From an optimization exercise on the open Yosys and OpenROAD flow, aimed at small area and a short achievable clock period; shortcuts taken in it are not production practice.
Only simulation tests tie the RTL to the original design; equivalence was not proved.
Power is estimated from default activity; no workload was simulated.

===== flow/config.mk =====
export PLATFORM = sky130hd
export DESIGN_NAME = fetch_predict
export DESIGN_NICKNAME = fetch_predict
export VERILOG_FILES = /design/flow/design.v
export SDC_FILE = /design/flow/constraint.sdc
export NUM_CORES = 4
export LEC_CHECK = 0
export CAP_MARGIN = 20
export CORE_MARGIN = 2
export CORE_UTILIZATION = 62
export CTS_CLUSTER_DIAMETER = 80
export CTS_CLUSTER_SIZE = 24
export SETUP_SLACK_MARGIN = 1.8
export SLEW_MARGIN = 20

===== flow/constraint.sdc =====
create_clock -name core_clock -period 4.3 [get_ports {CLK}]
set_input_delay 0.8600 -clock core_clock [delete_from_list [all_inputs] [get_ports {CLK}]]
set_output_delay 0.8600 -clock core_clock [all_outputs]
set_load 0.01 [all_outputs]

===== flow/design.v =====
`default_nettype none
module fetch_predict
(
   input  logic        CLK,
   input  logic        nRST,
   input  logic        ihit,
   input  logic [31:0] imemload,
   input  logic        resolve_valid,
   input  logic        resolve_cond,
   input  logic        resolve_jump,
   input  logic        resolve_taken,
   input  logic        resolve_predicted,
   input  logic [31:0] resolve_pc,
   input  logic [31:0] resolve_target,
   output logic [31:0] imemaddr,
   output logic [31:0] fetch_instr,
   output logic [31:0] fetch_pc_plus_4,
   output logic        fetch_predicted,
   output logic        flush
);
   logic [3:0]  btb_valid;
   logic [27:0] btb_tag    [0:3];
   logic [31:0] btb_target [0:3];
   logic [1:0]  btb_state  [0:3];    
   logic [1:0]  fidx;
   logic        predict;
   logic [31:0] pc_plus_4;
   logic [3:0]  fhit;         
   assign fidx      = imemaddr[3:2];
   for (genvar g = 0; g < 4; g++)
   begin : g_fhit
      assign fhit[g] = (fidx == g) && btb_valid[g] && !btb_state[g][1] &&
                       (btb_tag[g] == imemaddr[31:4]);
   end
   assign predict   = |fhit;
   assign pc_plus_4 = imemaddr + 32'd4;
   logic [31:0] pc_step;
   assign pc_step = imemaddr + {29'd0, ihit, 2'b00};
   logic        redirect;
   logic [31:0] redirect_addr;
   logic        fall_through;
   assign redirect     = resolve_valid && (resolve_jump || (resolve_cond && (resolve_taken != resolve_predicted)));
   assign fall_through = !resolve_jump && resolve_cond && !resolve_taken && resolve_predicted;
   assign redirect_addr = fall_through ? resolve_pc + 32'd4 : resolve_target;
   assign flush = redirect;
   logic [1:0]  ridx;
   logic        btb_write;
   logic        check_hit;
   logic [1:0]  cstate;
   logic [1:0]  step_state;
   assign ridx      = resolve_pc[3:2];
   assign btb_write = resolve_valid && resolve_cond && !resolve_jump && ihit;
   logic [3:0]  chit;
   for (genvar g = 0; g < 4; g++)
   begin : g_chit
      assign chit[g] = btb_valid[g] && (btb_tag[g] == resolve_pc[31:4]);
   end
   assign check_hit = chit[ridx];
   assign cstate    = btb_state[ridx];
   always_comb
   begin
      if (resolve_taken)
         step_state = (cstate == 2'b00) ? 2'b00 : cstate - 2'd1;
      else
         step_state = (cstate == 2'b11) ? 2'b11 : cstate + 2'd1;
   end
   for (genvar g = 0; g < 4; g++)
   begin : g_entry
      logic wr;
      assign wr = btb_write && (ridx == g);
      always_ff @(posedge CLK, negedge nRST)
      begin
         if (!nRST)
            btb_valid[g] <= 1'b0;
         else if (wr)
            btb_valid[g] <= 1'b1;
      end
      always_ff @(posedge CLK)
      begin
         if (wr)
         begin
            btb_tag[g]   <= resolve_pc[31:4];
            btb_state[g] <= chit[g] ? step_state : 2'b00;
            if (!chit[g])
               btb_target[g] <= resolve_target;
         end
      end
   end
   always_ff @(posedge CLK, negedge nRST)
   begin
      if (!nRST)
         imemaddr <= 32'd0;
      else if (redirect)
         imemaddr <= redirect_addr;
      else if (predict && ihit)
         imemaddr <= btb_target[fidx];
      else
         imemaddr <= pc_step;    
   end
   logic        fetch_valid;
   logic [31:0] fetch_instr_q;
   logic [31:0] fetch_pc4_q;
   always_ff @(posedge CLK, negedge nRST)
   begin
      if (!nRST)
      begin
         fetch_valid     <= 1'b0;
         fetch_predicted <= 1'b0;
      end
      else if (redirect)
      begin
         fetch_valid     <= 1'b0;
         fetch_predicted <= 1'b0;
      end
      else if (ihit)
      begin
         fetch_valid     <= 1'b1;
         fetch_predicted <= predict;
      end
   end
   always_ff @(posedge CLK)
   begin
      if (ihit)
      begin
         fetch_instr_q <= imemload;
         fetch_pc4_q   <= pc_plus_4;
      end
   end
   assign fetch_instr     = fetch_instr_q & {32{fetch_valid}};
   assign fetch_pc_plus_4 = fetch_pc4_q   & {32{fetch_valid}};
endmodule
`default_nettype wire

===== flow/flow/run.sh =====
#!/bin/bash
# Standard layout, with plain buf_2 cells as the port buffers instead of
# the delay buffers buffer_ports picks by default. Every port still gets
# its own buffer.
set -euo pipefail
export BUFFER_PORTS_ARGS="-buffer_cell sky130_fd_sc_hd__buf_2"
bash standard.sh > standard.log 2>&1

===== flow/standard.sh =====
#!/bin/bash
# synth_recipe.tcl (not shown) runs the flow's synth.tcl, then flattens the netlist and writes it again
# the make line also repeats each setting of config.mk as NAME=value (left out here)
make -C /OpenROAD-flow-scripts/flow DESIGN_CONFIG=/design/flow/config.mk WORK_HOME=/design/flow/orfs CLKGATE_MAP_FILE= SYNTH_SCRIPT=/design/flow/synth_recipe.tcl "${@:-finish}"

==> qor.yml, run 1 <==
synthesis:
  yosys.area_share.xor_xnor: 0.154
  synth.avg_cell_area_um2: 12.8
  synth_edf_count: 312
  syn_inst: 1345
  async_flop_share: 0.109
  yosys_register_bits: 350
  synthFlopType: "edfxtp_1"
  synth.net_count: 1460
  yosysSeqAreaShare: 0.600
  yosys.area_share.simple: 0.128
  synth_area_mm2: 0.0172
  ys.warnings.count: 4
  ys_types: 53
  synth_top_family_by_area: "XOR/XNOR gates"
  synth-adder-area-share: 0.00859
  synth.mux.area_fraction: 0.0199
  synth_compound_area_frac: 0.0559
routing:
  wl_per_cell_um: 27.4
  antenna_left: 0
  drt_iter0_drc: 1871
  firstDrtPassIters: 9
  wl_um: 52800
  viasPerCell: 6.36
  vias: 12223
  drc: 0
timing:
  post-route-period-util: 0.591
  setup_viol: 0
  fmax_mhz: 394
  layout_min_cycle_time_ns: 2.54
  finClkSkew_ns: 0.0199
  fin_ws_ns: 1.76
  final-hold-violation-count: 0
  finalMaxSlewViolations: 0
  slew_headroom: 0.591
  rsz0062_at_grt: "yes"
  tightest_slew_ns: 0.613
  final.setup.tns_ns: 0
worst_setup_path:
  slowest_delay_ns: 0.17
  critPathMaxFanout: 2
  crit_family: "buffers and inverters"
  worstPathCellList: "buf_8, xor2_2, a21oi_2, nand2b_4, inv_4, buf_12, buf_6"
  cp.required_ns: 3.44
  arrival_ns: 1.68
  crit_path_end_kind: "output pin"
  crit_slowest_cell: "xor2_2"
  crit_path_start_kind: "input port"
  worstSetupPathType: "in2out"
  cp_num_buf_inv: 4
cells_and_area:
  nNetsFinal: 1654
  final_common_cell: "edfxtp_1"
  final_cell_mix: "312 x edfxtp_1, 206 x xor2_1, 195 x buf_2, 95 x xnor2_1"
  fin_area_mm2: 0.0197
  area_growth_pct: 14.4
  drive_gt1_frac: 0.248
  diodes: 0
job:
  max_cap_viol_count: 0
min_path:
  min_path_type: "in2async"
placed_design:
  dp_hpwl_um: 35200
  place_area_mm2: 0.0185
  post-place-ws_ns: 1.11
  port_buffers: 201
  gp_congestion: 0.959
clock_tree:
  clock_latency_ns: 0.54
  clk_root_buffer_cell: "clkbuf_16"
  cts.reportedPaths.clkPinSlew_ns: 0.10
  cts_hold_buf: 0
  cts_tree: "done"
  cts_made_buffers: 18
  clockBufferDepth: 3
  clock_sinks: 350
  cts_max_level: 1
global_routing:
  gr-usage-all-layers: 0.353
  grt_max_degree: 65
  first_global_vias: 11254
  gr-total-overflow: 0
  antenna_found_initial: 1
  grt_pass1_wl_um: 74100
die:
  coreArea_mm2: 0.0271
  floorplan.initialDensity: 0.634
  die_y_um: 170
  io_pins: 202
  rows: 60
  die-area_mm2: 0.0291
  chipWidth_um: 170
run_status:
  status: "complete, no violations"
power_and_ir_drop:
  power.density_mw_per_mm2: 404
  p_leak_nw: 7.28
  peakVddDrop_mv: 0.399
## sequential cells by signal, summed over array words and instances (netlist names)
name	cells
btb_target	128
btb_tag	112
fetch_instr_q	32
fetch_pc4_q	32
imemaddr	32
btb_state	8
btb_valid	4
fetch_predicted	1
fetch_valid	1
## where the power goes
group | total [mW] | leakage [nW] | internal [mW] | switching [mW]
registers | 4.17 | 3.28 | 3.90 | 0.273
clock network | 1.93 | 0.267 | 0.866 | 1.06
logic | 1.84 | 3.74 | 0.709 | 1.13
total | 7.94 | 7.28 | 5.47 | 2.47
## timing repair
item	in CTS	in global routing
cloned	2	5
endpoints found under the setup margin	47	100
gates resized for setup	53	23
pin swaps	8	16
setup buffers	8	26
## worst register-to-register path, stage by stage, from the launching register on
cell	delay [ns]
dfrtp_2	0.60
xor2_1	0.23
nor3_1	0.39
nand4_1	0.18
o22ai_2	0.27
o21ai_4	0.15
buf_12	0.21
mux2i_1	0.12
mux2_2	0.27
## layout make-up
cell class              instances  area (um2)
flip-flops and latches        350       10400
fillers                      1935        7450
multi-input cells             884        6510
repair buffers                275        1720
clock buffers                  30         537
well taps                     372         465
inverters                       9        40.0
clock inverters                 2        10.0
repair inverters                1        7.51
## per-layer routing
metal	global-route usage	part of all wire	wire length (um)	vias up
li1	-	-	-	5258
met1	0.500	0.38	20200	5980
met2	0.549	0.46	24000	845
met3	0.0678	0.12	6330	138
met4	0.128	0.041	2140	2
met5	0	0.00097	51	-
## cell families after synthesis
logic type / Yosys count
compound gates: 142
xor+xnor: 303
fa+ha+maj: 12
buf+inv: 113
flops: 350
mux: 34
simple gates: 391
## worst paths after layout
kind | cells after the start | startpoint | end | slack [ns]
max | 7 | resolve_predicted | flush | 1.76
min | 1 | nRST | imemaddr[1] | 0.33
max reg2reg | 8 | imemaddr[20] | imemaddr[21] | 1.77
min reg2reg | 1 | btb_valid[2] | btb_valid[2] | 0.52
max in group asynchronous | 1 | nRST | imemaddr[22] | 3.49
min in group core_clock | 1 | imemload[3] | fetch_instr_q[3] | 0.51
## stage by stage
stage,cells,hold slack [ns],utilization,power [mW]
2_1_floorplan,1345,0.448,-,5.14
3_3_place_gp,1850,0.478,0.681,5.84
3_5_place_dp,1850,0.479,0.681,5.87
4_1_cts,1892,0.494,0.712,7.82
5_1_grt,1923,0.352,0.725,8.15
6_report,1923,0.326,0.725,7.94
## Yosys cell counts (30+ instances only)
| cell type | number | area share |
|---|---|---|
| nand3_1 | 37 | 0.011 |
| and2_1 | 75 | 0.027 |
| clkbuf_1 | 52 | 0.011 |
| nor4_1 | 43 | 0.016 |
| o21ai_0 | 35 | 0.010 |
| nand4_1 | 44 | 0.016 |
| nand2_1 | 62 | 0.014 |
| dfrtp_1 | 38 | 0.055 |
| a21oi_1 | 44 | 0.013 |
| edfxtp_1 | 312 | 0.55 |
| mux2i_1 | 32 | 0.019 |
| nor2_1 | 59 | 0.013 |
| xnor2_1 | 95 | 0.048 |
| a222oi_1 | 34 | 0.020 |
| buf_2 | 30 | 0.0087 |
| xor2_1 | 208 | 0.11 |
==> inputs of run 2 (changes only) <==
--- a/flow/config.mk
+++ b/flow/config.mk
@@ -10,5 +10,5 @@
 export CORE_UTILIZATION = 62
 export CTS_CLUSTER_DIAMETER = 80
 export CTS_CLUSTER_SIZE = 24
-export SETUP_SLACK_MARGIN = 1.8
+export SETUP_SLACK_MARGIN = 1.7
 export SLEW_MARGIN = 20
==> run 2 against run 1 <==
Highest routed layer is now met4; still clean; count of clock-buffer cells in the layout stayed put; setup slack worse by 0.034 ns; design area down 0.87%; critical path type is now reg2reg; sequential share of layout area up 0.42 points; clock skew up 0.00055 ns; die area unchanged; non-clock buffer count is 13 lower.
==> qor.yml, run 2 <==
clock_tree:
  cts.reportedPaths.clkPinSlew_ns: 0.10  # about the same
  clockBufferDepth: 3  # unchanged
  clk_root_buffer_cell: "clkbuf_16"
  cts_made_buffers: 18  # unchanged
  clock_sinks: 350  # unchanged
  cts_tree: "done"
  cts_max_level: 1  # unchanged
  clock_latency_ns: 0.54  # about the same
  cts_hold_buf: 0  # unchanged
die:
  die-area_mm2: 0.0291  # unchanged
  io_pins: 202  # unchanged
  floorplan.initialDensity: 0.634  # unchanged
  chipWidth_um: 170  # unchanged
  die_y_um: 170  # unchanged
  rows: 60  # unchanged
  coreArea_mm2: 0.0271  # unchanged
power_and_ir_drop:
  p_leak_nw: 7.22  # -0.81%
  power_frac_comb: 0.220  # -0.012
  p_clk_frac: 0.254  # +0.011
  power.internal_mw: 5.52  # +0.81%
  swShare: 0.306  # -0.00417
  p_switching_mw: 2.44  # -1.1%
  seq_power_share: 0.526  # about the same
  power.density_mw_per_mm2: 408  # +1.1%
  peakVddDrop_mv: 0.404  # +1.1%
  p_total_mw: 7.95  # +0.20%
routing:
  drc: 0  # unchanged
  firstDrtPassIters: 8  # -1
  drt_iter0_drc: 1596  # -15%
  viasPerCell: 6.24  # -1.8%
  wl_per_cell_um: 26.8  # -2.4%
  antenna_left: 0  # unchanged
  vias: 11912  # -2.5%
  wl_um: 51100  # -3.1%
cells_and_area:
  diodes: 0  # unchanged
  final_cell_mix: "312 x edfxtp_1, 208 x xor2_1, 197 x buf_2, 92 x xnor2_1, 67 x and2_1"
  max_flop_register: "btb_target"
  fin_area_mm2: 0.0195  # -0.87%
  fin_util: 0.719  # -0.00628
  drive_gt1_frac: 0.236  # -0.0114
  layoutNonFillerInstCount: 1909  # -0.73%
  final_common_cell: "edfxtp_1"
  area_growth_pct: 13.4
  largest_register_ff_count: 128  # unchanged
  nNetsFinal: 1640  # -0.85%
  reg.largest.list: "btb_target: 128 flops, btb_tag: 112 flops"
worst_setup_path:
  r2r_end: "imemaddr[30]"
  worstSetupPathType: "reg2reg"
  cp-startpoint: "imemaddr[26]"
  arrival_ns: 3.00  # +1.32 ns
  worstSetupEndpoint: "imemaddr[30]"
  crit_path_start_kind: "register"
  crit_path_end_kind: "register"
  r2r-start: "imemaddr[26]"
  r2r_slack_ns: 1.73  # -0.04 ns
  cp.required_ns: 4.73  # +1.29 ns
  critPathMaxFanout: 10  # +8
  rr_worst_depth: 8  # unchanged
timing:
  finalMaxSlewViolations: 0  # unchanged
  fin_ws_ns: 1.73  # -0.0344 ns
  tightest_slew_ns: 1.03  # +0.422 ns
  final.setup.tns_ns: 0  # unchanged
  setup_viol: 0  # unchanged
  post-route-period-util: 0.599  # +0.00801
  finClkSkew_ns: 0.0204  # +0.000552 ns
  hold_slack_ns: 0.479  # +0.153 ns
  fmax_mhz: 388  # -1.3%
  rsz0062_at_grt: "no"
  final-hold-violation-count: 0  # unchanged
  layout_min_cycle_time_ns: 2.57  # +0.0344 ns
  slew_headroom: 0.310  # -0.281
synthesis:
  synthFlopType: "edfxtp_1"
  ys_types: 53  # unchanged
  syn_inst: 1345  # unchanged
  yosys_register_bits: 350  # unchanged
  async_flop_share: 0.109  # unchanged
  synthMostInstantiatedCell: "edfxtp_1"
  synth.avg_cell_area_um2: 12.8  # unchanged
  yosys.area.top_type_share: 0.545  # unchanged
  synth_area_mm2: 0.0172  # unchanged
  synth_edf_count: 312  # unchanged
  yosysSeqAreaShare: 0.600  # unchanged
  synth_area_leader_cell: "edfxtp_1"
  ys.warnings.count: 4  # unchanged
  ys_top_cells_by_count: "312 x edfxtp_1, 208 x xor2_1, 95 x xnor2_1"
  synth.net_count: 1460  # unchanged
  synth.area.top_cells: "edfxtp_1 55%, xor2_1 11%, dfrtp_1 5.5%"
placed_design:
  place_area_mm2: 0.0184  # -0.18%
  dp_hpwl_um: 35400  # +0.68%
  dp.cells: 1850  # unchanged
  post-place-ws_ns: 1.11  # +0.00264 ns
  gp_congestion: 1.01  # +5.5%
  port_buffers: 201  # unchanged
run_status:
  status: "complete, no violations"
global_routing:
  antenna_found_initial: 0  # -1
  grt_pass1_wl_um: 73200  # -1.2%
  gr-total-overflow: 0  # unchanged
  first_global_vias: 11269  # +0.13%
  gr-usage-all-layers: 0.349  # -0.00373
  grt_max_degree: 74  # +14%
min_path:
  min_path_type: "in2async"
job:
  max_cap_viol_count: 0  # unchanged
-- run 2: cell counts after synthesis --
No cell type changed its count.
-- run 2: how the worst min path moves through the flow --
stage                            start           endpoint  slack, ns
after global placement    btb_valid[0]       btb_valid[0]       0.50
after CTS                 imemload[25]  fetch_instr_q[25]       0.50
after global routing      imemload[21]  fetch_instr_q[21]       0.49
after detailed placement  btb_valid[0]       btb_valid[0]       0.51
final                             nRST       btb_valid[1]       0.48
after floorplan            imemaddr[0]     fetch_pc4_q[0]       0.45
-- run 2: timing repair --
action                                  in CTS  in global routing
pin swaps                                    3                  8
hold endpoints to repair                     0                  0
gates cloned                                 3                  0
endpoints found under the setup margin      35                165
setup buffers                                8                 16
gates resized for setup                     39                 26
-- run 2: metal layers --
metal	vias to the layer above	global-route usage	part of all wire
met5	-	0	0
met3	129	0.0555	0.11
met4	0	0.133	0.044
li1	5241	-	-
met1	5801	0.491	0.39
met2	741	0.553	0.46
-- run 2: cell type report --
type	instances	area [um2]
timing repair buffer	262	1580
timing repair inverter	1	7.51
clock inverter	2	60.1
clock buffer	30	517
tap	372	465
inverter	9	40.0
sequential	350	10400
multi-input combinational	883	6460
fill	1914	7620
-- run 2: cell families after synthesis --
kind of cell    Yosys count  synth area share
simple gates            391             0.128
fa+ha+maj                12           0.00859
buf+inv                 113            0.0325
compound gates          142            0.0559
mux                      34            0.0199
flops                   350             0.600
xor+xnor                303             0.154
-- run 2: power groups by stage --
stage / Clock, mW / Sequential (mW) / Combinational (mW)
2_1_floorplan: 0 / 4.06 / 1.07
3_3_place_gp: 0 / 4.24 / 1.61
3_5_place_dp: 0 / 4.25 / 1.62
4_1_cts: 2.03 / 4.18 / 1.66
5_1_grt: 2.14 / 4.19 / 1.86
6_report: 2.02 / 4.19 / 1.75
-- run 2: worst max-delay path, stage by stage, from the launching register on --
cell and delay (ns):
dfrtp_2 0.58, xor2_1 0.23, nor4_1 0.45, nand4_1 0.25, o22ai_4 0.24, buf_4 0.18, o21ai_4 0.16, mux2i_1 0.20
a21o_1 0.19
==> inputs of run 3 (changes only) <==
--- a/flow/design.v
+++ b/flow/design.v
@@ -24,7 +24,6 @@
    logic [1:0]  btb_state  [0:3];    
    logic [1:0]  fidx;
    logic        predict;
-   logic [31:0] pc_plus_4;
    logic [3:0]  fhit;         
    assign fidx      = imemaddr[3:2];
    for (genvar g = 0; g < 4; g++)
@@ -33,7 +32,6 @@
                        (btb_tag[g] == imemaddr[31:4]);
    end
    assign predict   = |fhit;
-   assign pc_plus_4 = imemaddr + 32'd4;
    logic [31:0] pc_step;
    assign pc_step = imemaddr + {29'd0, ihit, 2'b00};
    logic        redirect;
@@ -123,7 +121,7 @@
       if (ihit)
       begin
          fetch_instr_q <= imemload;
-         fetch_pc4_q   <= pc_plus_4;
+         fetch_pc4_q   <= pc_step;     
       end
    end
    assign fetch_instr     = fetch_instr_q & {32{fetch_valid}};
--- a/flow/config.mk
+++ b/flow/config.mk
@@ -10,5 +10,5 @@
 export CORE_UTILIZATION = 62
 export CTS_CLUSTER_DIAMETER = 80
 export CTS_CLUSTER_SIZE = 24
-export SETUP_SLACK_MARGIN = 1.7
+export SETUP_SLACK_MARGIN = 1.8
 export SLEW_MARGIN = 20
==> run 3 against run 2 <==
Via count is 7.9% lower; routed wire length is 5.3% lower; power is 3.8% lower; combinational power is 14% lower; largest cell class unchanged.
==> qor.yml, run 3 <==
run_status:
  status: "complete, no violations"
global_routing:
  use_met2: 0.529  # -0.0236
  gr-total-overflow: 0  # unchanged
  first_global_vias: 10638  # -5.6%
  use_met1: 0.474  # -0.0168
  use_met3: 0.0779  # +0.0223
  busiest_layer: "met2"
  grt_max_degree: 69  # -6.8%
  antenna_found_initial: 1  # +1
  gr-usage-all-layers: 0.337  # -0.0114
  grt_pass1_wl_um: 69500  # -5.1%
synthesis:
  syn_inst: 1194  # -11%
  synth_edf_count: 312  # unchanged
  yosys.area.top_type_share: 0.556  # +0.0105
  synth_top_family_by_area: "XOR/XNOR gates"
  yosys.area_share.xor_xnor: 0.146  # -0.00868
  synth_area_leader_cell: "edfxtp_1"
  synth_area_mm2: 0.0169  # -1.9%
  synth.net_count: 1305  # -11%
  yosys_register_bits: 350  # unchanged
  async_flop_share: 0.109  # unchanged
  synthFlopType: "edfxtp_1"
  yosysSeqAreaShare: 0.612  # +0.0115
  synth-adder-area-share: 0.00579  # -0.00280
  synthMostInstantiatedCell: "edfxtp_1"
  ys_top_cells_by_count: "312 x edfxtp_1, 147 x xor2_1, 128 x xnor2_1"
  yosys.area_share.simple: 0.111  # -0.0170
  ys_types: 48  # -9.4%
  ys.warnings.count: 4  # unchanged
  synth.mux.area_fraction: 0.0620  # +0.0420
  synth_compound_area_frac: 0.0268  # -0.0291
  synth.avg_cell_area_um2: 14.1  # +11%
  synth.area.top_cells: "edfxtp_1 56%, xor2_1 7.6%, xnor2_1 6.6%"
timing:
  fmax_mhz: 393  # +1.2%
  tightest_slew_ns: 1.05  # +0.0123 ns
  finClkSkew_ns: 0.0342  # +0.0138 ns
  post-route-period-util: 0.591  # -0.00738
  rsz0062_at_grt: "yes"
  final.setup.tns_ns: 0  # unchanged
  layout_min_cycle_time_ns: 2.54  # -0.0317 ns
  final-hold-violation-count: 0  # unchanged
  setup_viol: 0  # unchanged
  slew_headroom: 0.302  # -0.00823
  finalMaxSlewViolations: 0  # unchanged
clock_tree:
  cts_made_buffers: 19  # +1
  cts_hold_buf: 0  # unchanged
  clock_latency_ns: 0.54  # about the same
  cts_max_level: 1  # unchanged
  clockBufferDepth: 3  # unchanged
  cts_tree: "done"
  clk_root_buffer_cell: "clkbuf_16"
  cts.reportedPaths.clkPinSlew_ns: 0.10  # about the same
  clock_sinks: 350  # unchanged
routing:
  wl_um: 48400  # -5.3%
  wl_per_cell_um: 27.7  # +3.5%
  drt_iter0_drc: 1388  # -13%
  viasPerCell: 6.28  # +0.68%
  vias: 10969  # -7.9%
  firstDrtPassIters: 5  # -3
  drc: 0  # unchanged
  antenna_left: 0  # unchanged
worst_setup_path:
  worstPathCellList: "xor2_2, nor4_2, nand4_1, nor4_4, o41ai_4, buf_4, buf_6, buf_12, mux2i_1, a21oi_1"
  worstSetupPathType: "reg2reg"
  arrival_ns: 2.99  # about the same
  critPathMaxFanout: 6  # -4
  crit_path_start_kind: "register"
  crit_family: "simple AND/OR/NAND/NOR gates"
  rr_worst_depth: 10  # +2
  crit_path_end_kind: "register"
  cp.required_ns: 4.75  # +0.02 ns
  cp.depth: 10  # +2
  slowest_delay_ns: 0.51  # -0.07 ns
  crit_slowest_cell: "dfrtp_2"
  cp_num_buf_inv: 3  # +2
  cp-startpoint: "imemaddr[14]"
  r2r-start: "imemaddr[14]"
cells_and_area:
  largest_register_ff_count: 128  # unchanged
  drive_gt1_frac: 0.286  # +0.0494
  layoutNonFillerInstCount: 1746  # -8.5%
  reg.largest.list: "btb_target: 128 flops, btb_tag: 112 flops"
  area_growth_pct: 13.6
  fin_util: 0.715  # -0.00418
  max_flop_register: "btb_target"
  final_cell_mix: "312 x edfxtp_1, 195 x buf_2, 146 x xor2_1, 127 x xnor2_1, 69 x and2_1"
  nNetsFinal: 1503  # -8.4%
  final_common_cell: "edfxtp_1"
die:
  die_y_um: 169  # -0.93%
  rows: 60  # unchanged
  chipWidth_um: 169  # -0.93%
  die-area_mm2: 0.0285  # -1.8%
  io_pins: 202  # unchanged
  coreArea_mm2: 0.0268  # -1.1%
  floorplan.initialDensity: 0.629  # -0.00499
power_and_ir_drop:
  p_leak_nw: 7.02  # -2.8%
  power.density_mw_per_mm2: 399  # -2.2%
  peakVddDrop_mv: 0.468  # +16%
placed_design:
  port_buffers: 201  # unchanged
  gp_congestion: 1.02  # +1.0%
  dp.cells: 1668  # -9.8%
  dp_hpwl_um: 32500  # -8.1%
min_path:
  hold_depth: 0
  min_path_type: "reg2reg"
  hold_start: "imemaddr[1]"
job:
  max_cap_viol_count: 0  # unchanged
run 3: cell families (layout without fill, tap and decap cells):
logic type / count (synthesis) / count (layout)
other: 0 / 1
DFF: 350 / 350
adders and majority gates: 8 / 8
buffers and inverters: 102 / 310
xor gates and xnor gates: 278 / 278
AOI/OAI and AO/OA: 71 / 71
muxes: 64 / 64
and+or+nand+nor: 321 / 323
run 3: metal layers:
metal / vias up / wire [um] / share of wire
met5: - / 0 / 0
met4: 0 / 1650 / 0.034
met3: 102 / 5160 / 0.11
met2: 625 / 22300 / 0.46
met1: 5513 / 19400 / 0.40
li1: 4729 / - / -
run 3: final timing paths:
check                            endpoint  slack (ns)
max                           imemaddr[4]        1.76
min                        fetch_pc4_q[1]        0.49
max reg2reg                   imemaddr[4]        1.76
min reg2reg                fetch_pc4_q[1]        0.49
max in group asynchronous     imemaddr[6]        3.05
min in group asynchronous    btb_valid[2]        0.50
run 3: layout make-up:
type                       count  area (um2)
fill                        1896        7640
antenna                        1        2.50
inverter                       8        30.0
timing repair buffer         269        1650
tap                          341         427
multi-input combinational    744        6110
clock inverter                 4        63.8
clock buffer                  29         513
sequential                   350       10400
run 3: timing repair:
action                                 CTS  global route
setup endpoints to repair              324           112
resized for setup                       46            31
cloned                                   4             1
pin swaps                               11            17
setup buffers                           28            11
endpoints found under the hold margin    0             0
run 3: report_power, final:
part	leakage [nW]	switching [mW]	total, mW	internal (mW)
registers	3.26	0.240	4.13	3.89
logic	3.49	0.839	1.51	0.669
clock network	0.278	1.10	2.01	0.911
total	7.02	2.18	7.65	5.47
run 3: per-stage QoR:
step                      setup slack, ns  cell area (um2)  hold slack (ns)  power, mW
after global placement               1.01            17900            0.484       5.55
after global routing                 1.73            19200            0.492       7.87
after CTS                            1.78            18900            0.496       7.60
after detailed placement             1.01            17900            0.470       5.56
after floorplan                      1.81            16900            0.448       5.05
final                                1.76            19200            0.489       7.65
run 3: worst register-to-register path, delay by kind of cell (launching register included):
kind	cells	cell delay [ns]
AND/OR/NAND/NOR	3	0.88
AO/OA/AOI/OAI	2	0.31
buffers and inverters	3	0.48
XOR/XNOR	1	0.20
flip-flops	1	0.51
multiplexers	1	0.11
==> inputs of run 4 (changes only) <==
--- a/flow/config.mk
+++ b/flow/config.mk
@@ -10,5 +10,5 @@
 export CORE_UTILIZATION = 62
 export CTS_CLUSTER_DIAMETER = 80
 export CTS_CLUSTER_SIZE = 24
-export SETUP_SLACK_MARGIN = 1.8
+export SETUP_SLACK_MARGIN = 1.9
 export SLEW_MARGIN = 20
==> run 4 against run 3 <==
Still clean; global-route usage is 1.5 points lower; setup slack improved by 0.012 ns; via count rose by 0.54%; power grew 0.83%.
==> qor.yml, run 4 <==
run_status:
  status: "complete, no violations"
routing:
  antenna_left: 0  # unchanged
  drc: 0  # unchanged
  vias: 11028  # +0.54%
  viasPerCell: 6.29  # +0.14%
  wl_per_cell_um: 28.2  # +1.6%
  wl_um: 49400  # +2.0%
  drt_iter0_drc: 1359  # -2.1%
  firstDrtPassIters: 5  # unchanged
clock_tree:
  clock_sinks: 350  # unchanged
  cts_hold_buf: 0  # unchanged
  clockBufferDepth: 3  # unchanged
  cts_made_buffers: 18  # -1
  cts.reportedPaths.clkPinSlew_ns: 0.10  # about the same
  cts_max_level: 1  # unchanged
  cts_tree: "done"
  clk_root_buffer_cell: "clkbuf_16"
  clock_latency_ns: 0.53  # about the same
worst_setup_path:
  worstPathCellList: "xor2_1, nor4_2, nand4_1, nor4_4, o41ai_4, buf_6, clkbuf_16, mux2i_1, a21oi_1"
  crit_path_start_kind: "register"
  crit_path_end_kind: "register"
  crit_slowest_cell: "dfrtp_2"
  cp.required_ns: 4.68  # -0.07 ns
  worstSetupPathType: "reg2reg"
  slowest_delay_ns: 0.52  # about the same
  arrival_ns: 2.91  # -0.08 ns
  critPathMaxFanout: 8  # +2
timing:
  final-hold-violation-count: 0  # unchanged
  final.setup.tns_ns: 0  # unchanged
  rsz0062_at_grt: "yes"
  tightest_slew_ns: 0.873  # -0.173 ns
  fmax_mhz: 395  # +0.48%
  layout_min_cycle_time_ns: 2.53  # -0.0121 ns
  slew_headroom: 0.418  # +0.116
  finalMaxSlewViolations: 0  # unchanged
  post-route-period-util: 0.588  # -0.00282
  finClkSkew_ns: 0.0196  # -0.0146 ns
  setup_viol: 0  # unchanged
synthesis:
  synthMostInstantiatedCell: "edfxtp_1"
  syn_inst: 1194  # unchanged
  yosys.area.top_type_share: 0.556  # unchanged
  yosysSeqAreaShare: 0.612  # unchanged
  synthFlopType: "edfxtp_1"
  synth.net_count: 1305  # unchanged
  yosys_register_bits: 350  # unchanged
  ys.warnings.count: 4  # unchanged
  async_flop_share: 0.109  # unchanged
  ys_types: 48  # unchanged
  synth_area_mm2: 0.0169  # unchanged
  synth_area_leader_cell: "edfxtp_1"
  synth.avg_cell_area_um2: 14.1  # unchanged
  synth_edf_count: 312  # unchanged
  ys_top_cells_by_count: "312 x edfxtp_1, 147 x xor2_1, 128 x xnor2_1"
  synth.area.top_cells: "edfxtp_1 56%, xor2_1 7.6%, xnor2_1 6.6%"
global_routing:
  gr-total-overflow: 0  # unchanged
  grt_max_degree: 63  # -8.7%
  gr-usage-all-layers: 0.322  # -0.0154
  antenna_found_initial: 0  # -1
  grt_pass1_wl_um: 66900  # -3.7%
  first_global_vias: 10518  # -1.1%
die:
  die_y_um: 169  # unchanged
  floorplan.initialDensity: 0.629  # unchanged
  chipWidth_um: 169  # unchanged
  io_pins: 202  # unchanged
  die-area_mm2: 0.0285  # unchanged
  coreArea_mm2: 0.0268  # unchanged
  rows: 60  # unchanged
cells_and_area:
  fin_util: 0.736  # +0.0211
  final_cell_mix: "312 x edfxtp_1, 154 x buf_2, 145 x xor2_1, 127 x xnor2_1, 57 x buf_4"
  area_growth_pct: 16.9
  reg.largest.list: "btb_target: 128 flops, btb_tag: 112 flops"
  drive_gt1_frac: 0.322  # +0.0366
  max_flop_register: "btb_target"
  largest_register_ff_count: 128  # unchanged
  n_fill_cell: 1803  # -4.9%
  final_common_cell: "edfxtp_1"
  nNetsFinal: 1511  # +0.53%
  diodes: 0  # -1
placed_design:
  gp_congestion: 1.01  # -1.2%
  dp_hpwl_um: 32200  # -1.1%
  port_buffers: 201  # unchanged
power_and_ir_drop:
  power.density_mw_per_mm2: 391  # -2.1%
  p_leak_nw: 7.22  # +2.7%
  peakVddDrop_mv: 0.431  # -8.0%
job:
  max_cap_viol_count: 0  # unchanged
min_path:
  min_path_type: "in2async"
run 4: cell count changes in the layout (fill, tap and decap cells not counted), moves of 5 or more:
| cell | before | now |
|---|---|---|
| and2_1 | 69 | 31 |
| and2_4 | 6 | 45 |
| buf_2 | 195 | 154 |
| buf_6 | 6 | 46 |
| clkbuf_16 | 20 | 25 |
| nor4_1 | 31 | 24 |
| nor4_2 | 10 | 15 |
run 4: per-stage QoR:
stage	instance area (um2)	setup slack [ns]	instances	total power [mW]	hold WS [ns]
2_1_floorplan	16900	1.81	1194	5.05	0.448
3_3_place_gp	17900	1.03	1660	5.53	0.483
3_5_place_dp	17900	0.974	1660	5.54	0.475
4_1_cts	18900	1.86	1718	7.48	0.254
5_1_grt	19700	1.72	1753	7.92	0.273
6_report	19700	1.77	1753	7.72	0.260
run 4: report_power, final:
group | switching [mW] | internal (mW) | total, mW | leakage, nW
Sequential | 0.267 | 3.89 | 4.16 | 3.26
Combinational | 0.860 | 0.783 | 1.64 | 3.71
Clock | 1.07 | 0.840 | 1.91 | 0.253
run 4: path summary, 6_finish.rpt:
kind	from	end	slack [ns]	depth (start not counted)
hold reg to reg	imemaddr[0]	fetch_pc4_q[0]	0.50	0
setup reg to reg	imemaddr[21]	imemaddr[22]	1.77	9
min in group core_clock	imemload[27]	fetch_instr_q[27]	0.50	1
setup / recovery	imemaddr[21]	imemaddr[22]	1.77	9
max in group asynchronous	nRST	imemaddr[2]	3.25	2
hold / removal	nRST	imemaddr[28]	0.26	1
run 4: area by class of cell:
cell class,instances,area (um2),share of cell area
multi-input combinational,747,6320,0.320
timing repair buffer,275,2050,0.104
sequential,350,10400,0.525
inverter,8,32.5,0.00165
clock inverter,1,8.76,0.000444
tap,341,427,0.0216
clock buffer,31,520,0.0264
run 4: critical path: cells and delay by family, from the launching register on:
| family | cells | cell delay [ns] |
|---|---|---|
| xor+xnor | 1 | 0.22 |
| compound gates | 2 | 0.18 |
| buf+inv | 2 | 0.33 |
| simple gates | 3 | 0.94 |
| mux | 1 | 0.17 |
| flops | 1 | 0.52 |
run 4: metal layers:
metal,routed length (um),vias to the layer above,GRT usage
met5,0,-,0
met4,1700,0,0.0993
met3,4910,104,0.0559
met2,23300,648,0.521
met1,19500,5529,0.452
li1,-,4747,-
run 4: cell families (layout without fill, tap and decap cells):
kind of cell    count (synthesis)  after routing  share of synthesized area
xor+xnor                      278            278                      0.146
flops                         350            350                      0.612
simple gates                  321            326                      0.111
fa+ha+maj                       8              8                    0.00579
mux                            64             64                     0.0620
compound gates                 71             71                     0.0268
buf+inv                       102            315                     0.0366
run 4: what timing repair did:
item                                    4_1_cts  5_1_grt
pin swaps                                    16       17
gates resized for setup                      63      117
buffers inserted                             25       20
endpoints found under the setup margin      210      178
cloned                                        1       15
==> inputs of run 5 (changes only) <==
--- a/flow/config.mk
+++ b/flow/config.mk
@@ -10,5 +10,5 @@
 export CORE_UTILIZATION = 62
 export CTS_CLUSTER_DIAMETER = 80
 export CTS_CLUSTER_SIZE = 24
-export SETUP_SLACK_MARGIN = 1.9
+export SETUP_SLACK_MARGIN = 1.75
 export SLEW_MARGIN = 20
==> run 5 against run 4 <==
Utilization fell by 3.1 points; critical path type unchanged; still clean on timing, DRC and antenna; critical endpoint is now imemaddr[26]; first-iteration DRC count fell by 2.4%; count of clock-buffer cells in the layout fell by 1; design area fell by 4.2%; register-to-register slack got worse by 0.05 ns.
==> qor.yml, run 5 <==
cells_and_area:
  drive_gt1_frac: 0.270  # -0.0518
  final_common_cell: "edfxtp_1"
  fin_area_mm2: 0.0189  # -4.2%
  layoutNonFillerInstCount: 1725  # -1.6%
  reg.largest.list: "btb_target: 128 flops, btb_tag: 112 flops"
  largest_register_ff_count: 128  # unchanged
  area_growth_pct: 12.0
  final_cell_mix: "312 x edfxtp_1, 199 x buf_2, 146 x xor2_1, 128 x xnor2_1, 69 x and2_1"
  max_flop_register: "btb_target"
  nNetsFinal: 1482  # -1.9%
clock_tree:
  cts_max_level: 1  # unchanged
  cts.reportedPaths.clkPinSlew_ns: 0.11  # about the same
  cts_hold_buf: 0  # unchanged
  cts_tree: "done"
  cts_made_buffers: 18  # unchanged
  clock_sinks: 350  # unchanged
  clock_latency_ns: 0.54  # about the same
  clockBufferDepth: 3  # unchanged
  clk_root_buffer_cell: "clkbuf_16"
timing:
  setup_viol: 0  # unchanged
  rsz0062_at_grt: "yes"
  post-route-period-util: 0.599  # +0.0107
  tightest_slew_ns: 0.924  # +0.0502 ns
  finalMaxSlewViolations: 0  # unchanged
  final.setup.tns_ns: 0  # unchanged
  fmax_mhz: 388  # -1.8%
  slew_headroom: 0.384  # -0.0335
  finClkSkew_ns: 0.0341  # +0.0145 ns
  layout_min_cycle_time_ns: 2.58  # +0.0461 ns
  final-hold-violation-count: 0  # unchanged
die:
  chipWidth_um: 169  # unchanged
  rows: 60  # unchanged
  coreArea_mm2: 0.0268  # unchanged
  die_y_um: 169  # unchanged
  io_pins: 202  # unchanged
  floorplan.initialDensity: 0.629  # unchanged
  die-area_mm2: 0.0285  # unchanged
global_routing:
  antenna_found_initial: 2  # +2
  gr-total-overflow: 0  # unchanged
  gr-usage-all-layers: 0.319  # -0.00296
  grt_max_degree: 68  # +7.9%
  first_global_vias: 10379  # -1.3%
  grt_pass1_wl_um: 66700  # -0.38%
power_and_ir_drop:
  p_total_mw: 7.52  # -2.6%
  power.density_mw_per_mm2: 398  # +1.7%
  peakVddDrop_mv: 0.441  # +2.5%
  p_leak_nw: 6.85  # -5.1%
routing:
  wl_per_cell_um: 26.7  # -5.1%
  firstDrtPassIters: 6  # +1
  wl_met2_um: 21300  # -8.4%
  drc: 0  # unchanged
  viasPerCell: 6.24  # -0.88%
  vias: 10756  # -2.5%
  wl_met1_um: 19100  # -2.2%
  antenna_left: 0  # unchanged
  routed.top_layer: "met5"
  wl_um: 46100  # -6.6%
  wl_met3_um: 4410  # -10%
  drt_iter0_drc: 1327  # -2.4%
synthesis:
  synthFlopType: "edfxtp_1"
  syn_inst: 1194  # unchanged
  yosys.area.top_type_share: 0.556  # unchanged
  synth_area_mm2: 0.0169  # unchanged
  ys_top_cells_by_count: "312 x edfxtp_1, 147 x xor2_1, 128 x xnor2_1"
  synth.area.top_cells: "edfxtp_1 56%, xor2_1 7.6%, xnor2_1 6.6%"
  synth.net_count: 1305  # unchanged
  ys_types: 48  # unchanged
  yosysSeqAreaShare: 0.612  # unchanged
  synth_area_leader_cell: "edfxtp_1"
  yosys_register_bits: 350  # unchanged
  async_flop_share: 0.109  # unchanged
  synth.avg_cell_area_um2: 14.1  # unchanged
  synthMostInstantiatedCell: "edfxtp_1"
  synth_edf_count: 312  # unchanged
  ys.warnings.count: 4  # unchanged
worst_setup_path:
  worstSetupPathType: "reg2reg"
  cp_num_buf_inv: 2  # unchanged
  crit_path_end_kind: "register"
  crit_path_start_kind: "register"
  worstPathCellList: "xor2_1, nor4_1, nand4_1, nor4_4, o41ai_4, buf_6, buf_12, mux2i_2, o22ai_1"
  crit_family: "simple AND/OR/NAND/NOR gates"
  arrival_ns: 2.99  # +0.08 ns
  critPathMaxFanout: 11  # +3
  crit_slowest_cell: "dfrtp_2"
  cp.required_ns: 4.72  # +0.04 ns
  slowest_delay_ns: 0.52  # about the same
placed_design:
  gp_congestion: 0.990  # -1.9%
  dp_hpwl_um: 31800  # -1.2%
  port_buffers: 201  # unchanged
  dp.cells: 1659  # -0.060%
  place_area_mm2: 0.0179  # -0.33%
run_status:
  status: "complete, no violations"
job:
  max_cap_viol_count: 0  # unchanged
min_path:
  min_path_type: "in2async"
## run 5: changes by cell type in the layout (fill, tap and decap cells not counted), sizes merged
cell | previous run | this run
and2 | 83 | 78
inv | 9 | 8
clkinvlp | 0 | 2
clkbuf | 40 | 32
diode | 0 | 1
buf | 266 | 249
## run 5: logic make-up after synthesis
family,Yosys count,synth area share
multiplexers,64,0.0620
flip-flops,350,0.612
AO/OA/AOI/OAI,71,0.0268
buffers and inverters,102,0.0366
XOR/XNOR,278,0.146
adder cells (fa/ha/maj),8,0.00579
AND/OR/NAND/NOR,321,0.111
## run 5: repair_timing
action,CTS,global route
pin swaps,3,8
gates resized for setup,44,22
cloned,0,1
endpoints found under the setup margin,92,68
buffers inserted,4,28
## run 5: metrics by stage
| stage | util | hold WS, ns | setup slack, ns |
|---|---|---|---|
| after floorplan | - | 0.448 | 1.78 |
| after global placement | 0.666 | 0.460 | 1.24 |
| after detailed placement | 0.666 | 0.473 | 1.20 |
| after CTS | 0.692 | 0.280 | 1.75 |
| after global routing | 0.705 | 0.290 | 1.68 |
| final | 0.705 | 0.281 | 1.72 |
## run 5: final cells by class
cell class              instances  area, um2
clock inverters                 2       15.0
flip-flops and latches        350      10400
repair buffers                251       1470
inverters                       8       30.0
clock buffers                  30        517
fillers                      1928       7910
diodes                          1       2.50
well taps                     341        427
multi-input cells             742       6070
## run 5: routing by layer
| layer | vias up | GRT usage |
|---|---|---|
| li1 | 4699 | - |
| met1 | 5343 | 0.470 |
| met2 | 617 | 0.503 |
| met3 | 95 | 0.0489 |
| met4 | 2 | 0.0862 |
| met5 | - | 0 |
## run 5: worst paths after layout
kind	start	to	slack, ns	cells past startpoint
setup / recovery	imemaddr[10]	imemaddr[26]	1.72	9
hold / removal	nRST	btb_valid[1]	0.28	1
setup reg to reg	imemaddr[10]	imemaddr[26]	1.72	9
hold reg to reg	imemaddr[1]	fetch_pc4_q[1]	0.50	0
max in group asynchronous	nRST	imemaddr[5]	3.22	2
min in group core_clock	imemaddr[1]	fetch_pc4_q[1]	0.50	0
## run 5: worst reg2reg max path: cells and delay by family (launching register included)
kind	cells	cell delay (ns)
DFF	1	0.52
buffers and inverters	2	0.36
xor gates and xnor gates	1	0.21
muxes	1	0.24
and+or+nand+nor	3	0.90
AOI/OAI and AO/OA	2	0.23
## run 5: power by group
group / leakage (nW) / internal (mW) / switching [mW]
registers: 3.26 / 3.89 / 0.286
clock network: 0.247 / 0.838 / 1.06
logic: 3.34 / 0.649 / 0.787
total: 6.85 / 5.38 / 2.14
==> inputs of run 6 (changes only) <==
--- a/flow/config.mk
+++ b/flow/config.mk
@@ -7,8 +7,8 @@
 export LEC_CHECK = 0
 export CAP_MARGIN = 20
 export CORE_MARGIN = 2
-export CORE_UTILIZATION = 62
+export CORE_UTILIZATION = 55
 export CTS_CLUSTER_DIAMETER = 80
 export CTS_CLUSTER_SIZE = 24
-export SETUP_SLACK_MARGIN = 1.75
+export SETUP_SLACK_MARGIN = 1.8
 export SLEW_MARGIN = 20
==> run 6 against run 5 <==
Still clean; clock power increased by 7%; sequential power about the same; die area is 12% higher; sequential cell count unchanged; worst hold slack better by 0.11 ns; utilization shrank 8.0 points; first-iteration DRC count down 14%; cell count rose by 2.6%; register-to-register slack better by 0.11 ns; clock skew decreased by 0.0089 ns; critical path type is now in2out; critical endpoint is now flush; largest cell class unchanged.
==> qor.yml, run 6 <==
run_status:
  status: "complete, no violations"
job:
  max_cap_viol_count: 0  # unchanged
die:
  coreArea_mm2: 0.0303  # +13%
  io_pins: 202  # unchanged
  die_y_um: 179  # +6.0%
  rows: 64  # +6.7%
  floorplan.initialDensity: 0.556  # -0.0736
  die-area_mm2: 0.0321  # +12%
  chipWidth_um: 179  # +6.0%
cells_and_area:
  drive_gt1_frac: 0.262  # -0.00804
  reg.largest.list: "btb_target: 128 flops, btb_tag: 112 flops"
  final_cell_mix: "312 x edfxtp_1, 196 x buf_2, 147 x xor2_1, 128 x xnor2_1, 69 x and2_1"
  largest_register_ff_count: 128  # unchanged
  fin_util: 0.625  # -0.0795
  nNetsFinal: 1471  # -0.74%
  max_flop_register: "btb_target"
  final_common_cell: "edfxtp_1"
  area_growth_pct: 12.6
  n_fill_cell: 2436  # +26%
routing:
  wl_met3_um: 3750  # -15%
  drt_iter0_drc: 1142  # -14%
  viasPerCell: 5.99  # -3.9%
  routed.top_layer: "met4"
  wl_met1_um: 19800  # +4.1%
  vias: 10604  # -1.4%
  wl_per_cell_um: 26.7  # -0.14%
  drc: 0  # unchanged
  antenna_left: 0  # unchanged
  firstDrtPassIters: 5  # -1
  wl_met2_um: 22200  # +4.3%
  wl_um: 47300  # +2.5%
synthesis:
  synth_area_leader_cell: "edfxtp_1"
  synth.avg_cell_area_um2: 14.1  # unchanged
  yosys.area.top_type_share: 0.556  # unchanged
  ys_types: 48  # unchanged
  yosysSeqAreaShare: 0.612  # unchanged
  synthFlopType: "edfxtp_1"
  synth_edf_count: 312  # unchanged
  synth_area_mm2: 0.0169  # unchanged
  ys.warnings.count: 4  # unchanged
  synthMostInstantiatedCell: "edfxtp_1"
  synth.net_count: 1305  # unchanged
  ys_top_cells_by_count: "312 x edfxtp_1, 147 x xor2_1, 128 x xnor2_1"
  yosys_register_bits: 350  # unchanged
  syn_inst: 1194  # unchanged
  synth.area.top_cells: "edfxtp_1 56%, xor2_1 7.6%, xnor2_1 6.6%"
  async_flop_share: 0.109  # unchanged
timing:
  final-hold-violation-count: 0  # unchanged
  fmax_mhz: 403  # +3.9%
  finalMaxSlewViolations: 0  # unchanged
  slew_headroom: 0.426  # +0.0422
  layout_min_cycle_time_ns: 2.48  # -0.0972 ns
  hold_slack_ns: 0.386  # +0.106 ns
  finClkSkew_ns: 0.0252  # -0.00886 ns
  setup_viol: 0  # unchanged
  final.setup.tns_ns: 0  # unchanged
  rsz0062_at_grt: "yes"
  tightest_slew_ns: 0.860  # -0.0633 ns
  post-route-period-util: 0.577  # -0.0226
clock_tree:
  clock_sinks: 350  # unchanged
  cts_max_level: 1  # unchanged
  cts.reportedPaths.clkPinSlew_ns: 0.09  # -0.02 ns
  clk_root_buffer_cell: "clkbuf_16"
  cts_tree: "done"
  cts_made_buffers: 19  # +1
  clockBufferDepth: 3  # unchanged
  clock_latency_ns: 0.54  # about the same
  cts_hold_buf: 0  # unchanged
placed_design:
  port_buffers: 201  # unchanged
  gp_congestion: 0.985  # -0.51%
  dp_hpwl_um: 33200  # +4.4%
global_routing:
  first_global_vias: 10116  # -2.5%
  grt_max_degree: 64  # -5.9%
  grt_pass1_wl_um: 67100  # +0.71%
  antenna_found_initial: 2  # unchanged
  gr-total-overflow: 0  # unchanged
  gr-usage-all-layers: 0.291  # -0.0277
power_and_ir_drop:
  power.density_mw_per_mm2: 403  # +1.2%
  p_leak_nw: 6.89  # +0.59%
  peakVddDrop_mv: 0.336  # -24%
  p_total_mw: 7.64  # +1.7%
worst_setup_path:
  arrival_ns: 1.62  # -1.37 ns
  worstPathCellList: "buf_12, xor2_1, a21oi_1, nand2b_4, inv_6, buf_6"
  cp_num_buf_inv: 3  # +1
  worstSetupPathType: "in2out"
  crit_path_end_kind: "output pin"
  r2r-start: "imemaddr[19]"
  critPathMaxFanout: 5  # -6
  crit_path_start_kind: "input port"
  rr_worst_depth: 8  # -1
  r2r_end: "imemaddr[4]"
  r2r_slack_ns: 1.83  # +0.11 ns
  crit_family: "buffers and inverters"
  cp.required_ns: 3.44  # -1.28 ns
  slowest_delay_ns: 0.18  # -0.34 ns
  crit_slowest_cell: "nand2b_4"
min_path:
  min_path_type: "in2async"
[run 6: cell counts after synthesis]
Identical to the previous run, type by type.
[run 6: repair_timing]
action / in CTS / in global routing
endpoints found under the setup margin: 198 / 149
pin swaps: 4 / 6
gates resized for setup: 34 / 36
gates cloned: 2 / 2
buffers inserted: 7 / 6
[run 6: stage by stage]
step / cell area [um2] / cells / setup WS (ns)
3_3_place_gp: 18000 / 1718 / 1.07
6_report: 19000 / 1770 / 1.82
3_5_place_dp: 18000 / 1718 / 1.05
5_1_grt: 19000 / 1770 / 1.70
2_1_floorplan: 16900 / 1194 / 1.81
4_1_cts: 18800 / 1760 / 1.78
[run 6: how the worst max path moves through the flow]
stage | from | to | slack (ns) | cells after the start
after floorplan | resolve_cond | btb_target[3][0] | 1.81 | 4
after global placement | resolve_pc[2] | imemaddr[22] | 1.07 | 9
after detailed placement | resolve_pc[14] | btb_target[1][27] | 1.05 | 7
after CTS | imemaddr[19] | imemaddr[14] | 1.78 | 8
after global routing | ihit | imemaddr[22] | 1.70 | 11
final | resolve_taken | flush | 1.82 | 6
[run 6: report_power, final]
part           switching [mW]  leakage [nW]  total [mW]  internal [mW]
logic                   0.779          3.34        1.44          0.664
clock network            1.10         0.281        2.03          0.925
registers               0.279          3.26        4.17           3.89
total                    2.16          6.89        7.64           5.48
[run 6: cell families (layout without fill, tap and decap cells)]
group | Yosys count | after routing | share of synthesized area
xor gates and xnor gates | 278 | 278 | 0.146
other | 0 | 2 | 0
DFF | 350 | 350 | 0.612
adders and majority gates | 8 | 8 | 0.00579
muxes | 64 | 64 | 0.0620
AOI/OAI and AO/OA | 71 | 71 | 0.0268
buffers and inverters | 102 | 278 | 0.0366
and+or+nand+nor | 321 | 323 | 0.111
[run 6: area by class of cell]
cell class / instances / area, um2 / area share
multi-input cells: 744 / 6080 / 0.320
well taps: 396 / 495 / 0.0261
diodes: 2 / 5.00 / 0.000264
clock buffers: 30 / 527 / 0.0278
inverters: 8 / 35.0 / 0.00185
flip-flops and latches: 350 / 10400 / 0.545
clock inverters: 3 / 62.6 / 0.00330
repair buffers: 237 / 1420 / 0.0750
[run 6: per-layer routing]
layer / track usage / vias up
li1: - / 4677
met3: 0.0413 / 80
met5: 0 / -
met2: 0.476 / 508
met4: 0.0813 / 0
met1: 0.411 / 5339
==> inputs of run 7 (changes only) <==
--- a/flow/config.mk
+++ b/flow/config.mk
@@ -7,7 +7,7 @@
 export LEC_CHECK = 0
 export CAP_MARGIN = 20
 export CORE_MARGIN = 2
-export CORE_UTILIZATION = 55
+export CORE_UTILIZATION = 48
 export CTS_CLUSTER_DIAMETER = 80
 export CTS_CLUSTER_SIZE = 24
 export SETUP_SLACK_MARGIN = 1.8
==> run 7 against run 6 <==
First-iteration DRC count increased by 11%; die area increased by 14%; sequential cell count unchanged; routed wire length increased by 13%; clock skew decreased by 0.0022 ns; cell count increased by 5.5%; worst hold slack got worse by 0.13 ns; sequential share of layout area decreased by 1.5 points; largest cell class unchanged; highest routed layer unchanged.
==> qor.yml, run 7 <==
synthesis:
  async_flop_share: 0.109  # unchanged
  yosysSeqAreaShare: 0.612  # unchanged
  ys_top_cells_by_count: "312 x edfxtp_1, 147 x xor2_1, 128 x xnor2_1"
  yosys_register_bits: 350  # unchanged
  synth_area_mm2: 0.0169  # unchanged
  synth.area.top_cells: "edfxtp_1 56%, xor2_1 7.6%, xnor2_1 6.6%"
  yosys.area.top_type_share: 0.556  # unchanged
  synth_area_leader_cell: "edfxtp_1"
  ys.warnings.count: 4  # unchanged
  syn_inst: 1194  # unchanged
  synth_edf_count: 312  # unchanged
  synth.avg_cell_area_um2: 14.1  # unchanged
  synth.net_count: 1305  # unchanged
  synthMostInstantiatedCell: "edfxtp_1"
  ys_types: 48  # unchanged
  synthFlopType: "edfxtp_1"
die:
  die-area_mm2: 0.0366  # +14%
  coreArea_mm2: 0.0345  # +14%
  io_pins: 202  # unchanged
  rows: 68  # +6.3%
  chipWidth_um: 191  # +6.9%
  floorplan.initialDensity: 0.488  # -0.0675
  die_y_um: 191  # +6.9%
job:
  max_cap_viol_count: 0  # unchanged
cells_and_area:
  final_common_cell: "edfxtp_1"
  area_growth_pct: 15.9
  layoutNonFillerInstCount: 1867  # +5.5%
  diodes: 0  # -2
  reg.largest.list: "btb_target: 128 flops, btb_tag: 112 flops"
  final_cell_mix: "312 x edfxtp_1, 194 x buf_2, 144 x xor2_1, 128 x xnor2_1, 69 x and2_1"
  max_flop_register: "btb_target"
  largest_register_ff_count: 128  # unchanged
  nNetsFinal: 1509  # +2.6%
  drive_gt1_frac: 0.293  # +0.0308
routing:
  firstDrtPassIters: 5  # unchanged
  wl_um: 53300  # +13%
  antenna_left: 0  # unchanged
  viasPerCell: 5.87  # -2.1%
  vias: 10955  # +3.3%
  drt_iter0_drc: 1272  # +11%
  drc: 0  # unchanged
  wl_per_cell_um: 28.5  # +6.9%
global_routing:
  first_global_vias: 10646  # +5.2%
  grt_pass1_wl_um: 74700  # +11%
  gr-usage-all-layers: 0.286  # -0.00521
  gr-total-overflow: 0  # unchanged
  antenna_found_initial: 0  # -2
  grt_max_degree: 44  # -31%
worst_setup_path:
  crit_path_end_kind: "register"
  arrival_ns: 3.10  # +1.48 ns
  cp.required_ns: 4.71  # +1.27 ns
  crit_path_start_kind: "register"
  worstSetupPathType: "reg2reg"
  critPathMaxFanout: 4  # -1
  rr_worst_depth: 11  # +3
timing:
  hold_slack_ns: 0.256  # -0.130 ns
  setup_viol: 0  # unchanged
  finalMaxSlewViolations: 0  # unchanged
  slew_headroom: 0.438  # +0.0111
  post-route-period-util: 0.625  # +0.0487
  finClkSkew_ns: 0.0230  # -0.00216 ns
  final-hold-violation-count: 0  # unchanged
  fmax_mhz: 372  # -7.8%
  rsz0062_at_grt: "yes"
  final.setup.tns_ns: 0  # unchanged
  tightest_slew_ns: 0.841  # -0.0192 ns
  layout_min_cycle_time_ns: 2.69  # +0.210 ns
placed_design:
  port_buffers: 201  # unchanged
  gp_congestion: 0.953  # -3.2%
  dp.cells: 1781  # +3.7%
  dp_hpwl_um: 35300  # +6.1%
min_path:
  min_path_type: "in2async"
power_and_ir_drop:
  p_leak_nw: 7.09  # +2.9%
  power.density_mw_per_mm2: 402  # -0.11%
  peakVddDrop_mv: 0.288  # -14%
clock_tree:
  clk_root_buffer_cell: "clkbuf_16"
  cts_tree: "done"
  cts_max_level: 1  # unchanged
  cts_hold_buf: 0  # unchanged
  cts.reportedPaths.clkPinSlew_ns: 0.11  # +0.02 ns
  cts_made_buffers: 20  # +1
  clock_sinks: 350  # unchanged
  clockBufferDepth: 3  # unchanged
  clock_latency_ns: 0.54  # about the same
run_status:
  status: "complete, no violations"
==> run 7: cell count changes in the layout (fill, tap and decap cells not counted), sizes merged <==
| cell | change |
|---|---|
| diode | -2 |
| clkbuf | +1 |
| inv | +5 |
| clkinv | +1 |
| buf | +35 |
| bufbuf | -2 |
| and2 | +1 |
| bufinv | -1 |
==> run 7: cells by family after synthesis <==
logic type / share of synthesized area
flops: 0.612
mux: 0.0620
xor+xnor: 0.146
compound gates: 0.0268
buf+inv: 0.0366
fa+ha+maj: 0.00579
simple gates: 0.111
==> run 7: worst paths after layout <==
kind	start	end	slack [ns]
worst min register to register	imemaddr[1]	fetch_pc4_q[1]	0.51
min in group core_clock	imemload[2]	fetch_instr_q[2]	0.50
worst max register to register	imemaddr[21]	imemaddr[17]	1.61
worst min-delay path	nRST	btb_valid[3]	0.26
max in group asynchronous	nRST	imemaddr[4]	3.18
worst max-delay path	imemaddr[21]	imemaddr[17]	1.61
==> run 7: power breakdown <==
part           internal (mW)  total, mW  switching, mW
Combinational          0.700       1.58          0.884
Clock                  0.936       2.10           1.17
Sequential              3.89       4.17          0.277
Total                   5.53       7.86           2.33
==> run 7: area by class of cell <==
| class | count | area [um2] |
|---|---|---|
| Tap cell | 455 | 569 |
| Inverter | 8 | 30.0 |
| Fill cell | 2909 | 15000 |
| Timing Repair Buffer | 273 | 1770 |
| Clock inverter | 8 | 71.3 |
| Sequential cell | 350 | 10400 |
| Multi-Input combinational cell | 745 | 6190 |
| Clock buffer | 28 | 552 |
==> run 7: critical path, stage by stage (launching register included) <==
cell     delay, ns
dfrtp_2       0.50
buf_4         0.18
xor2_1        0.18
nor4_1        0.28
nand4_1       0.18
nor4_4        0.37
o41ai_4       0.13
buf_6         0.19
buf_12        0.14
buf_16        0.14
mux2i_2       0.18
a21oi_1       0.09
==> run 7: through the flow <==
step | setup WS, ns | instance area [um2] | total power, mW | utilization
3_3_place_gp | 1.09 | 18100 | 5.59 | 0.523
3_5_place_dp | 1.11 | 18100 | 5.59 | 0.523
2_1_floorplan | 1.81 | 16900 | 5.05 | -
5_1_grt | 1.54 | 19500 | 8.10 | 0.566
4_1_cts | 1.70 | 19300 | 7.80 | 0.558
6_report | 1.61 | 19500 | 7.86 | 0.566
==> run 7: metal layers <==
layer	wire, um	global-route usage	vias up
li1	-	-	4747
met1	22000	0.408	5489
met2	24700	0.453	633
met3	4870	0.0439	86
met4	1770	0.0870	0
met5	0	0	-
==> run 7: what timing repair did <==
| action | CTS | global route |
|---|---|---|
| resized for setup | 53 | 33 |
| gates cloned | 4 | 3 |
| setup endpoints to repair | 100 | 99 |
| pin swaps | 20 | 12 |
| setup buffers | 32 | 11 |
==> inputs of run 8 (changes only) <==
==> flow/flow/run.sh (replaced) <==
#!/bin/bash
# Standard layout, with two changes to how it is made:
#  - plain buf_2 cells as the port buffers instead of the delay buffers
#    buffer_ports picks by default (every port still gets its own buffer);
#  - the resizer may swap a cell for any other size of the same function,
#    not only ones with the same footprint (placement is legalised after
#    every repair step).
set -euo pipefail
export BUFFER_PORTS_ARGS="-buffer_cell sky130_fd_sc_hd__buf_2"
bash standard.sh MATCH_CELL_FOOTPRINT=0 finish > standard.log 2>&1
--- a/flow/config.mk
+++ b/flow/config.mk
@@ -7,7 +7,7 @@
 export LEC_CHECK = 0
 export CAP_MARGIN = 20
 export CORE_MARGIN = 2
-export CORE_UTILIZATION = 48
+export CORE_UTILIZATION = 55
 export CTS_CLUSTER_DIAMETER = 80
 export CTS_CLUSTER_SIZE = 24
 export SETUP_SLACK_MARGIN = 1.8
==> run 8 against run 7 <==
Design area down 2.8%; die area down 12%; sequential share of layout area up 1.5 points; setup slack better by 0.21 ns; via count down 3.7%; cell count down 5.1%; routed wire length down 11%; global-route usage up 0.54 points; first-iteration DRC count down 13%; highest routed layer unchanged.
==> qor.yml, run 8 <==
global_routing:
  gr-usage-all-layers: 0.291  # +0.00539
  grt_pass1_wl_um: 67100  # -10%
  gr-total-overflow: 0  # unchanged
  grt_max_degree: 64  # +45%
  first_global_vias: 10111  # -5.0%
  antenna_found_initial: 2  # +2
timing:
  post-route-period-util: 0.577  # -0.0482
  layout_min_cycle_time_ns: 2.48  # -0.207 ns
  rsz0062_at_grt: "yes"
  finalMaxSlewViolations: 0  # unchanged
  fmax_mhz: 403  # +8.3%
  tightest_slew_ns: 0.868  # +0.0270 ns
  final.setup.tns_ns: 0  # unchanged
  slew_headroom: 0.421  # -0.0163
  final-hold-violation-count: 0  # unchanged
  setup_viol: 0  # unchanged
  finClkSkew_ns: 0.0236  # +0.000559 ns
synthesis:
  synth_edf_count: 312  # unchanged
  ys_types: 48  # unchanged
  synth.net_count: 1305  # unchanged
  yosysSeqAreaShare: 0.612  # unchanged
  synthFlopType: "edfxtp_1"
  synth.avg_cell_area_um2: 14.1  # unchanged
  synth_area_mm2: 0.0169  # unchanged
  async_flop_share: 0.109  # unchanged
  ys.warnings.count: 4  # unchanged
  yosys_register_bits: 350  # unchanged
  ys_top_cells_by_count: "312 x edfxtp_1, 147 x xor2_1, 128 x xnor2_1"
  synth_area_leader_cell: "edfxtp_1"
  syn_inst: 1194  # unchanged
  synth.area.top_cells: "edfxtp_1 56%, xor2_1 7.6%, xnor2_1 6.6%"
  yosys.area.top_type_share: 0.556  # unchanged
  synthMostInstantiatedCell: "edfxtp_1"
clock_tree:
  clock_sinks: 350  # unchanged
  cts.reportedPaths.clkPinSlew_ns: 0.09  # -0.02 ns
  cts_tree: "done"
  cts_hold_buf: 0  # unchanged
  cts_max_level: 1  # unchanged
  clk_root_buffer_cell: "clkbuf_16"
  clockBufferDepth: 3  # unchanged
  cts_made_buffers: 19  # -5.0%
  clock_latency_ns: 0.54  # about the same
worst_setup_path:
  crit_path_start_kind: "input port"
  cp.required_ns: 3.44  # -1.27 ns
  crit_path_end_kind: "output pin"
  worstPathCellList: "buf_12, xor2_1, a21oi_1, nand2b_4, inv_6, buf_6"
  crit_slowest_cell: "nand2b_4"
  slowest_delay_ns: 0.18  # -0.32 ns
  critPathMaxFanout: 5  # +1
  r2r-start: "imemaddr[11]"
  cp_num_buf_inv: 3  # -1
  cp-startpoint: "resolve_taken"
  worstSetupPathType: "in2out"
  crit_family: "buffers and inverters"
  arrival_ns: 1.62  # -1.48 ns
power_and_ir_drop:
  power.density_mw_per_mm2: 402  # about the same
  peakVddDrop_mv: 0.336  # +17%
  p_leak_nw: 6.90  # -2.7%
placed_design:
  gp_congestion: 0.985  # +3.3%
  port_buffers: 201  # unchanged
  dp_hpwl_um: 33200  # -5.8%
  place_area_mm2: 0.0180  # -0.65%
  dp.cells: 1718  # -3.5%
die:
  coreArea_mm2: 0.0303  # -12%
  rows: 64  # -5.9%
  io_pins: 202  # unchanged
  die_y_um: 179  # -6.4%
  chipWidth_um: 179  # -6.4%
  floorplan.initialDensity: 0.556  # +0.0675
  die-area_mm2: 0.0321  # -12%
cells_and_area:
  final_cell_mix: "312 x edfxtp_1, 196 x buf_2, 147 x xor2_1, 128 x xnor2_1, 69 x and2_1"
  fin_area_mm2: 0.0190  # -2.8%
  layoutNonFillerInstCount: 1771  # -5.1%
  max_flop_register: "btb_target"
  area_growth_pct: 12.7
  final_common_cell: "edfxtp_1"
  nNetsFinal: 1472  # -2.5%
  reg.largest.list: "btb_target: 128 flops, btb_tag: 112 flops"
  drive_gt1_frac: 0.264  # -0.0288
  largest_register_ff_count: 128  # unchanged
run_status:
  status: "complete, no violations"
routing:
  vias: 10554  # -3.7%
  antenna_left: 0  # unchanged
  wl_um: 47200  # -11%
  viasPerCell: 5.96  # +1.6%
  drt_iter0_drc: 1107  # -13%
  drc: 0  # unchanged
  firstDrtPassIters: 8  # +3
  wl_per_cell_um: 26.7  # -6.6%
job:
  max_cap_viol_count: 0  # unchanged
min_path:
  min_path_type: "in2async"
-- run 8: cell counts after synthesis --
No cell type changed its count.
-- run 8: routing by layer --
metal / track usage / wire length [um] / vias up
li1: - / - / 4675
met5: 0 / 0 / -
met2: 0.475 / 22300 / 477
met3: 0.0413 / 3630 / 67
met4: 0.0813 / 1320 / 0
met1: 0.412 / 20000 / 5335
-- run 8: power by group --
| part | internal [mW] | switching (mW) | total [mW] |
|---|---|---|---|
| Sequential | 3.89 | 0.272 | 4.16 |
| Clock | 0.925 | 1.10 | 2.03 |
| Combinational | 0.660 | 0.789 | 1.45 |
-- run 8: kinds of logic (layout without fill, tap and decap cells) --
kind of cell | Yosys count | count (layout) | share of synthesized area
compound gates | 71 | 71 | 0.0268
xor+xnor | 278 | 278 | 0.146
fa+ha+maj | 8 | 8 | 0.00579
buf+inv | 102 | 279 | 0.0366
flops | 350 | 350 | 0.612
mux | 64 | 64 | 0.0620
other cells | 0 | 2 | 0
simple gates | 321 | 323 | 0.111
-- run 8: worst paths after layout --
check	endpoint	slack [ns]	cells after the start
worst max-delay path	flush	1.82	6
worst max register to register	imemaddr[4]	1.85	8
min in group core_clock	fetch_pc4_q[1]	0.48	0
max in group asynchronous	imemaddr[2]	3.19	2
worst min-delay path	imemaddr[25]	0.39	1
worst min register to register	fetch_pc4_q[1]	0.48	0
-- run 8: area by class of cell --
cell class	instances	area, um2
repair buffers	238	1430
inverters	8	35.0
flip-flops and latches	350	10400
clock buffers	30	527
well taps	396	495
fillers	2434	11400
multi-input cells	744	6090
diodes	2	5.00
clock inverters	3	62.6
-- run 8: what timing repair did --
action | CTS | global route
gates cloned | 2 | 2
endpoints found under the setup margin | 198 | 149
buffers inserted | 7 | 7
resized for setup | 38 | 39
pin swaps | 4 | 6
-- run 8: metrics by stage --
stage          setup WS (ns)  hold WS, ns  power, mW  utilization
5_1_grt                 1.70        0.435       7.91        0.626
4_1_cts                 1.78        0.400       7.64        0.619
6_report                1.82        0.385       7.64        0.626
3_3_place_gp            1.07        0.463       5.55        0.592
2_1_floorplan           1.81        0.448       5.05            -
3_5_place_dp            1.05        0.464       5.56        0.592

[afterwards: timing with drivers on the ports]
No port has a modelled driver above. Below, the same layouts with a new extraction and two added sets of constraints.
Step 1: set_driving_cell puts a clkbuf_16 on CLK and a buf_2 on each other input, an assumption about the parent block.
Step 2 moves the port delays by t, midway between the first and last clock arrival at a register: inputs arrive t later, outputs are due t later. That takes back most of the time a late clock gives input paths.
Three values: ideal, step 1, step 2; two values: the first two.
run	t, ns	slack for setup (ns)	worst register clock-pin slew, ns
run 1	0.582	1.760 / 1.713 / 1.283	0.11 / 0.11
run 2	0.579	1.726 / 1.726 / 1.291	0.10 / 0.10
run 3	0.570	1.757 / 1.757 / 1.266	0.11 / 0.11
run 4	0.575	1.770 / 1.767 / 1.356	0.10 / 0.10
run 5	0.571	1.723 / 1.714 / 1.253	0.11 / 0.11
run 6	0.580	1.821 / 1.773 / 1.282	0.10 / 0.10
run 7	0.587	1.611 / 1.611 / 1.199	0.11 / 0.11
run 8	0.578	1.818 / 1.771 / 1.303	0.10 / 0.10
After both steps every run listed still meets setup and hold. For run 6, which loses most, drivers alone change the setup slack by -0.048 ns; drivers and shift together by -0.539 ns.
